Background: an optimization exercise with open tools, aiming at small area, a short achievable clock period and few clock cycles per item. Do not read the settings as production practice.
Only simulation tests tie the RTL to the original design; equivalence was not proved.
Power and IR drop assume default switching activity.

==> flow/design.v <==
`timescale 1ns / 1ps
`default_nettype none
package rbv_pkg;
  localparam logic [31:0] CRC_POLY  = 32'h82F6_3B78;
  localparam logic [31:0] CRC_INIT  = 32'hFFFF_FFFF;
  localparam logic [2:0] ST_OK      = 3'd0;
  localparam logic [2:0] ST_TRUNC   = 3'd1;
  localparam logic [2:0] ST_NEG_LEN = 3'd2;
  localparam logic [2:0] ST_BAD_LEN = 3'd3;
  localparam logic [2:0] ST_CRC     = 3'd4;
  function automatic logic [31:0] crc32c_byte(input logic [31:0] crc, input logic [7:0] b);
    logic [31:0] c;
    c = crc ^ {24'h0, b};
    for (int k = 0; k < 8; k++) begin
      c = c[0] ? ((c >> 1) ^ CRC_POLY) : (c >> 1);
    end
    crc32c_byte = c;
  endfunction
endpackage
`default_nettype wire
`timescale 1ns / 1ps
`default_nettype none
module record_batch_validator
(
  input  logic               clk,
  input  logic               rst,
  input  logic               in_valid,
  output logic               in_ready,
  input  logic [7:0]         data_byte,
  input  logic               end_of_span,
  input  logic               cfg_write,
  input  logic               cfg_data,
  output logic               out_valid,
  input  logic               out_ready,
  output logic               kind,
  output logic [7:0]         payload_byte,
  output logic [2:0]         status,
  output logic signed [63:0] batch_base,
  output logic [15:0]        attributes,
  output logic signed [63:0] writer_id,
  output logic signed [15:0] writer_epoch,
  output logic signed [31:0] first_seq,
  output logic signed [31:0] rec_count,
  output logic [31:0]        batch_size,
  output logic signed [63:0] final_offset,
  output logic               is_last
);
  logic       rv;          
  logic [7:0] rb;
  logic       re;
  logic       sv;          
  logic [7:0] sb;
  logic       se;
  logic       consume;     
  assign in_ready = !sv;
  always_ff @(posedge clk) begin
    if (rst) begin
      rv <= 1'b0;
      sv <= 1'b0;
    end else if (rv && !consume) begin
      if (in_valid && !sv) sv <= 1'b1;
    end else if (sv) begin
      rv <= 1'b1;
      sv <= 1'b0;
    end else begin
      rv <= in_valid;
    end
  end
  always_ff @(posedge clk) begin
    if (!sv) begin
      sb <= data_byte;
      se <= end_of_span;
    end
    if (!rv || consume) begin
      rb <= sv ? sb : data_byte;
      re <= sv ? se : end_of_span;
    end
  end
  logic [31:0] cnt;        
  logic        pay;        
  logic        vdone;      
  logic        peek_mode;
  logic [63:0] bb_n;
  logic [31:0] tot_n;      
  logic        tcarry;
  logic        neg;        
  logic [31:0] hcrc_n;
  logic [15:0] attr_n;
  logic [63:0] wid_n;
  logic [15:0] ep_n;
  logic [31:0] seq_n;
  logic [31:0] rc_n;
  logic [31:0] crc;
  logic [63:0] fo_n;
  logic        ov;
  logic        okind;
  logic [2:0]  ost;
  logic        h_bb, h_attr, h_wid, h_ep, h_seq, h_rc, h_fol, h_foh, h_tot;
  logic [7:0]  pr;         
  logic        vpend;      
  logic        vchk;       
  logic [2:0]  vst;        
  logic        fbusy;      
  logic [5:0]  cl;         
  logic        hdr;        
  logic        outfree;    
  logic        payfree;    
  logic        p0;
  logic        act;
  logic        crcok;
  logic        is_last_pl;
  logic        at35;
  assign cl       = cnt[5:0];
  assign outfree  = !vpend && (!ov || out_ready);
  assign payfree  = !ov || okind || out_ready;
  assign p0       = !pay && (cl == 6'd1);
  assign consume  = rv && (vdone || outfree || (p0 && !re && payfree));
  assign act      = consume && !vdone;
  assign hdr      = !pay && !vdone;
  assign at35     = !pay && (cl == 6'd36);
  assign crcok    = (crc == hcrc_n);
  assign is_last_pl = (cnt == ~tot_n);
  logic [7:0] tsum;
  logic       tco;
  assign {tco, tsum} = {1'b0, (cl == 6'd12) ? {1'b0, rb[6:0]} : rb}
                     + ((cl == 6'd9) ? 9'd12 : {8'd0, tcarry});
  always_ff @(posedge clk) begin
    if (rst) begin
      cnt   <= 32'd1;
      pay   <= 1'b0;
      vdone <= 1'b0;
    end else if (consume) begin
      if (re) begin
        cnt   <= 32'd1;
        pay   <= 1'b0;
        vdone <= 1'b0;
      end else if (!vdone) begin
        cnt <= cnt + 32'd1;
        if (at35) begin
          pay   <= 1'b1;
          vdone <= neg || (~tot_n < 32'd36) || peek_mode || (~tot_n == 32'd36);
        end else if (pay) begin
          vdone <= is_last_pl;
        end
      end
    end
  end
  logic hw;
  assign hw = rv && !vdone && !pay && outfree;
  always_ff @(posedge clk) begin
    if (hw) begin
      case (cl)
        6'd2:  bb_n[15:0] <= ~{rb, pr};
        6'd3:  bb_n[23:16] <= ~rb;
        6'd4:  bb_n[31:24] <= ~rb;
        6'd5:  bb_n[39:32] <= ~rb;
        6'd6:  bb_n[47:40] <= ~rb;
        6'd7:  bb_n[55:48] <= ~rb;
        6'd8:  bb_n[63:56] <= ~rb;
        6'd9:  begin tot_n[7:0] <= ~tsum; tcarry <= tco; end
        6'd10: begin tot_n[15:8] <= ~tsum; tcarry <= tco; end
        6'd11: begin tot_n[23:16] <= ~tsum; tcarry <= tco; end
        6'd12: begin tot_n[31:24] <= ~tsum; neg <= rb[7]; end
        6'd13: hcrc_n[7:0] <= ~rb;
        6'd14: hcrc_n[15:8] <= ~rb;
        6'd15: hcrc_n[23:16] <= ~rb;
        6'd16: hcrc_n[31:24] <= ~rb;
        6'd17: attr_n[7:0] <= ~rb;
        6'd18: attr_n[15:8] <= ~rb;
        6'd19: wid_n[7:0] <= ~rb;
        6'd20: wid_n[15:8] <= ~rb;
        6'd21: wid_n[23:16] <= ~rb;
        6'd22: wid_n[31:24] <= ~rb;
        6'd23: wid_n[39:32] <= ~rb;
        6'd24: wid_n[47:40] <= ~rb;
        6'd25: wid_n[55:48] <= ~rb;
        6'd26: wid_n[63:56] <= ~rb;
        6'd27: ep_n[7:0] <= ~rb;
        6'd28: ep_n[15:8] <= ~rb;
        6'd29: seq_n[7:0] <= ~rb;
        6'd30: seq_n[15:8] <= ~rb;
        6'd31: seq_n[23:16] <= ~rb;
        6'd32: seq_n[31:24] <= ~rb;
        6'd33: rc_n[7:0] <= ~rb;
        6'd34: rc_n[15:8] <= ~rb;
        6'd35: rc_n[23:16] <= ~rb;
        6'd36: rc_n[31:24] <= ~rb;
        default: ;
      endcase
    end
  end
  always_ff @(posedge clk) begin
    if (act) begin
      if (!pay && cl <= 6'd16) crc <= rbv_pkg::CRC_INIT;
      else                     crc <= rbv_pkg::crc32c_byte(crc, rb);
    end
  end
  logic [2:0] fsq;         
  logic       fcar;        
  logic       fbw;         
  logic       f_shift;
  logic       f_add;
  logic [7:0] f_addend;
  logic [7:0] f_lane0;
  logic [8:0] f_sum;
  logic [7:0] f_dec;
  assign f_shift  = hw && (cl >= 6'd2) && (cl <= 6'd9);
  assign f_add    = (hw && (cl >= 6'd33) && (cl <= 6'd36)) || (fsq != 3'd0);
  assign f_addend = (fsq != 3'd0) ? {8{!rc_n[31]}} : rb;
  assign f_lane0  = ~fo_n[7:0];
  assign f_sum    = {1'b0, f_lane0} + {1'b0, f_addend} + {8'd0, fcar};
  assign f_dec    = pr - {7'd0, fbw};
  assign fbusy    = (fsq != 3'd0) && (fsq != 3'd4);
  always_ff @(posedge clk) begin
    if (f_shift || f_add) begin
      fo_n <= {f_shift ? ~f_dec : ~f_sum[7:0], fo_n[63:8]};
    end
    if (act && p0) begin
      fbw <= 1'b1;
    end else if (f_shift) begin
      fbw <= fbw && (pr == 8'd0);
    end
    if (hw && cl == 6'd2) begin
      fcar <= 1'b0;
    end else if (f_add) begin
      fcar <= f_sum[8];
    end
  end
  always_ff @(posedge clk) begin
    if (rst) begin
      fsq <= 3'd0;
    end else if (act && at35) begin
      fsq <= 3'd1;
    end else if (fsq == 3'd4) begin
      fsq <= 3'd0;
    end else if (fsq != 3'd0) begin
      fsq <= fsq + 3'd1;
    end
  end
  always_ff @(posedge clk) begin
    if (rst) begin
      peek_mode <= 1'b0;
    end else if (cfg_write) begin
      peek_mode <= cfg_data;
    end
  end
  always_ff @(posedge clk) begin
    if (act) pr <= rb;
  end
  logic       ov_d;
  logic       okind_d;
  logic [2:0] ost_d;
  logic       ohide_d;
  assign ohide_d = !okind_d || (ost_d == rbv_pkg::ST_TRUNC);
  always_comb begin
    ov_d    = ov;
    okind_d = okind;
    ost_d   = ost;
    if (act && !pay && cl < 6'd36 && re) begin
      ov_d    = 1'b1;
      okind_d = 1'b1;
      ost_d   = rbv_pkg::ST_TRUNC;
    end else if (act && pay) begin
      ov_d    = 1'b1;
      okind_d = 1'b0;
      ost_d   = rbv_pkg::ST_OK;
    end else if (vpend && (!ov || out_ready) && !fbusy) begin
      ov_d    = 1'b1;
      okind_d = 1'b1;
      ost_d   = vchk ? (crcok ? rbv_pkg::ST_OK : rbv_pkg::ST_CRC) : vst;
    end else if (ov && out_ready) begin
      ov_d    = 1'b0;
    end
  end
  always_ff @(posedge clk) begin
    okind  <= okind_d;
    ost    <= ost_d;
    h_bb   <= ohide_d || (hw && cl >= 6'd2  && cl <= 6'd8);
    h_tot  <= ohide_d || (hw && cl >= 6'd9  && cl <= 6'd12) || (ost_d == rbv_pkg::ST_NEG_LEN);
    h_attr <= ohide_d || (hw && cl >= 6'd17 && cl <= 6'd18);
    h_wid  <= ohide_d || (hw && cl >= 6'd19 && cl <= 6'd26);
    h_ep   <= ohide_d || (hw && cl >= 6'd27 && cl <= 6'd28);
    h_seq  <= ohide_d || (hw && cl >= 6'd29 && cl <= 6'd32);
    h_rc   <= ohide_d || (hw && cl >= 6'd33 && cl <= 6'd36);
    h_fol  <= ohide_d || (hw && cl >= 6'd2  && cl <= 6'd5);
    h_foh  <= ohide_d || (hw && cl >= 6'd6  && cl <= 6'd9);
  end
  always_ff @(posedge clk) begin
    if (rst) begin
      ov    <= 1'b0;
      vpend <= 1'b0;
    end else begin
      ov <= ov_d;
      if (act && pay) begin
        if (is_last_pl) begin
          vpend <= 1'b1;
          vchk  <= 1'b1;
          vst   <= rbv_pkg::ST_OK;
        end else if (re) begin
          vpend <= 1'b1;
          vchk  <= 1'b0;
          vst   <= rbv_pkg::ST_BAD_LEN;
        end
      end else if (!(act && !pay && cl < 6'd36 && re) && vpend && (!ov || out_ready) && !fbusy) begin
        vpend <= 1'b0;
      end
      if (vpend && vchk) begin
        vchk <= 1'b0;
        vst  <= crcok ? rbv_pkg::ST_OK : rbv_pkg::ST_CRC;
      end
      if (act && at35) begin
        if (neg) begin
          vpend <= 1'b1; vchk <= 1'b0; vst <= rbv_pkg::ST_NEG_LEN;
        end else if (~tot_n < 32'd36) begin
          vpend <= 1'b1; vchk <= 1'b0; vst <= rbv_pkg::ST_BAD_LEN;
        end else if (peek_mode) begin
          vpend <= 1'b1; vchk <= 1'b0; vst <= rbv_pkg::ST_OK;
        end else if (~tot_n == 32'd36) begin
          vpend <= 1'b1; vchk <= 1'b1; vst <= rbv_pkg::ST_OK;
        end else if (re) begin
          vpend <= 1'b1; vchk <= 1'b0; vst <= rbv_pkg::ST_BAD_LEN;
        end
      end
    end
  end
  assign out_valid    = ov;
  assign kind         = okind;
  assign is_last      = okind;
  assign status       = ost;
  assign payload_byte = pr & {8{!okind}};
  assign batch_base   = ~(bb_n | {64{h_bb}});
  assign attributes   = ~(attr_n | {16{h_attr}});
  assign writer_id    = ~(wid_n | {64{h_wid}});
  assign writer_epoch = ~(ep_n | {16{h_ep}});
  assign first_seq    = ~(seq_n | {32{h_seq}});
  assign rec_count    = ~(rc_n | {32{h_rc}});
  assign batch_size   = ~(tot_n | {32{h_tot}});
  assign final_offset = ~(fo_n | {{32{h_foh}}, {32{h_fol}}});
endmodule
`default_nettype wire
Settings: LEC_CHECK=0, ABC_CLOCK_PERIOD_IN_PS=2800, CAP_MARGIN=20, CORE_MARGIN=2, CORE_UTILIZATION=60, PLACE_DENSITY=0.75, SETUP_SLACK_MARGIN=4.0, SLEW_MARGIN=20; clock period 7.0 ns.
standard.sh (not shown) runs the stock make flow with config.mk's settings and CLKGATE_MAP_FILE= SYNTH_SCRIPT=/design/flow/synth_recipe.tcl, a recipe that flattens the netlist after the stock synthesis.
==> flow/flow/run.sh <==
#!/bin/bash
# Standard layout, except that the port buffers are the small sky130 buffer
# instead of the delay buffer buffer_ports picks by default.
set -uo pipefail
bash standard.sh synth > synth.log 2>&1 || exit 1
export BUFFER_PORTS_ARGS="-buffer_cell sky130_fd_sc_hd__buf_1"
bash standard.sh > layout.log 2>&1
Testbench counts at the start, summed over its fixed seeds: cycles 30,292, bytes 30,182.
Next try:
--- a/flow/design.v
+++ b/flow/design.v
@@ -95,7 +95,8 @@
   logic        ov;
   logic        okind;
   logic [2:0]  ost;
-  logic        h_bb, h_attr, h_wid, h_ep, h_seq, h_rc, h_fol, h_foh, h_tot;
+  logic        ohide;      
+  logic        obhide;     
   logic [7:0]  pr;         
   logic        vpend;      
   logic        vchk;       
@@ -250,8 +251,6 @@
   logic       ov_d;
   logic       okind_d;
   logic [2:0] ost_d;
-  logic       ohide_d;
-  assign ohide_d = !okind_d || (ost_d == rbv_pkg::ST_TRUNC);
   always_comb begin
     ov_d    = ov;
     okind_d = okind;
@@ -275,15 +274,8 @@
   always_ff @(posedge clk) begin
     okind  <= okind_d;
     ost    <= ost_d;
-    h_bb   <= ohide_d || (hw && cl >= 6'd2  && cl <= 6'd8);
-    h_tot  <= ohide_d || (hw && cl >= 6'd9  && cl <= 6'd12) || (ost_d == rbv_pkg::ST_NEG_LEN);
-    h_attr <= ohide_d || (hw && cl >= 6'd17 && cl <= 6'd18);
-    h_wid  <= ohide_d || (hw && cl >= 6'd19 && cl <= 6'd26);
-    h_ep   <= ohide_d || (hw && cl >= 6'd27 && cl <= 6'd28);
-    h_seq  <= ohide_d || (hw && cl >= 6'd29 && cl <= 6'd32);
-    h_rc   <= ohide_d || (hw && cl >= 6'd33 && cl <= 6'd36);
-    h_fol  <= ohide_d || (hw && cl >= 6'd2  && cl <= 6'd5);
-    h_foh  <= ohide_d || (hw && cl >= 6'd6  && cl <= 6'd9);
+    ohide  <= !okind_d || (ost_d == rbv_pkg::ST_TRUNC);
+    obhide <= !okind_d || (ost_d == rbv_pkg::ST_TRUNC) || (ost_d == rbv_pkg::ST_NEG_LEN);
   end
   always_ff @(posedge clk) begin
     if (rst) begin
@@ -328,13 +320,13 @@
   assign is_last      = okind;
   assign status       = ost;
   assign payload_byte = pr & {8{!okind}};
-  assign batch_base   = ~(bb_n | {64{h_bb}});
-  assign attributes   = ~(attr_n | {16{h_attr}});
-  assign writer_id    = ~(wid_n | {64{h_wid}});
-  assign writer_epoch = ~(ep_n | {16{h_ep}});
-  assign first_seq    = ~(seq_n | {32{h_seq}});
-  assign rec_count    = ~(rc_n | {32{h_rc}});
-  assign batch_size   = ~(tot_n | {32{h_tot}});
-  assign final_offset = ~(fo_n | {{32{h_foh}}, {32{h_fol}}});
+  assign batch_base   = ~(bb_n | {64{ohide}});
+  assign attributes   = ~(attr_n | {16{ohide}});
+  assign writer_id    = ~(wid_n | {64{ohide}});
+  assign writer_epoch = ~(ep_n | {16{ohide}});
+  assign first_seq    = ~(seq_n | {32{ohide}});
+  assign rec_count    = ~(rc_n | {32{ohide}});
+  assign batch_size   = ~(tot_n | {32{obhide}});
+  assign final_offset = ~(fo_n | {64{ohide}});
 endmodule
 `default_nettype wire
What happened: Maximum frequency went down by roughly a tenth. Final cell count barely changes. Wire length grows by well over a third. Register-to-register slack gets worse by 440 ps. Die area decreases slightly. Power rises slightly. Clock power is about the same.
Testbench counts after the change, summed over its fixed seeds: cycles 30,292, bytes 30,182.

separate check: timing with driven ports:
The results above use ideal ports. As a check the final layouts listed here were re-extracted and re-timed, cells and wires unchanged. Step 1: set_driving_cell puts a clkbuf_16 on clk and a buf_2 on each other input, an assumption about the parent block. Step 2, shift: input delay + t, output delay - t, t = (earliest + latest rising clock arrival at the registers) / 2. This alone moves slack from input paths to output paths. Three values: ideal, step 1, step 2; two values: the first two.
| run | shift t [ns] | setup slack, ns | worst hold slack (ns) | worst data-port slew with drivers (ns) | cell pins on the clock port's net |
|---|---|---|---|---|---|
| the first run | 0.593 | 3.946 / 3.932 / 3.338 | 0.450 / 0.450 / 0.450 | 0.09 | 1 |
| the second run | 0.607 | 3.539 / 3.539 / 3.154 | 0.454 / 0.454 / 0.454 | 0.07 | 1 |
After both steps setup and hold are still met in every run listed. For the first run, which loses most, drivers alone change the setup slack by -0.014 ns; drivers and shift together by -0.608 ns.
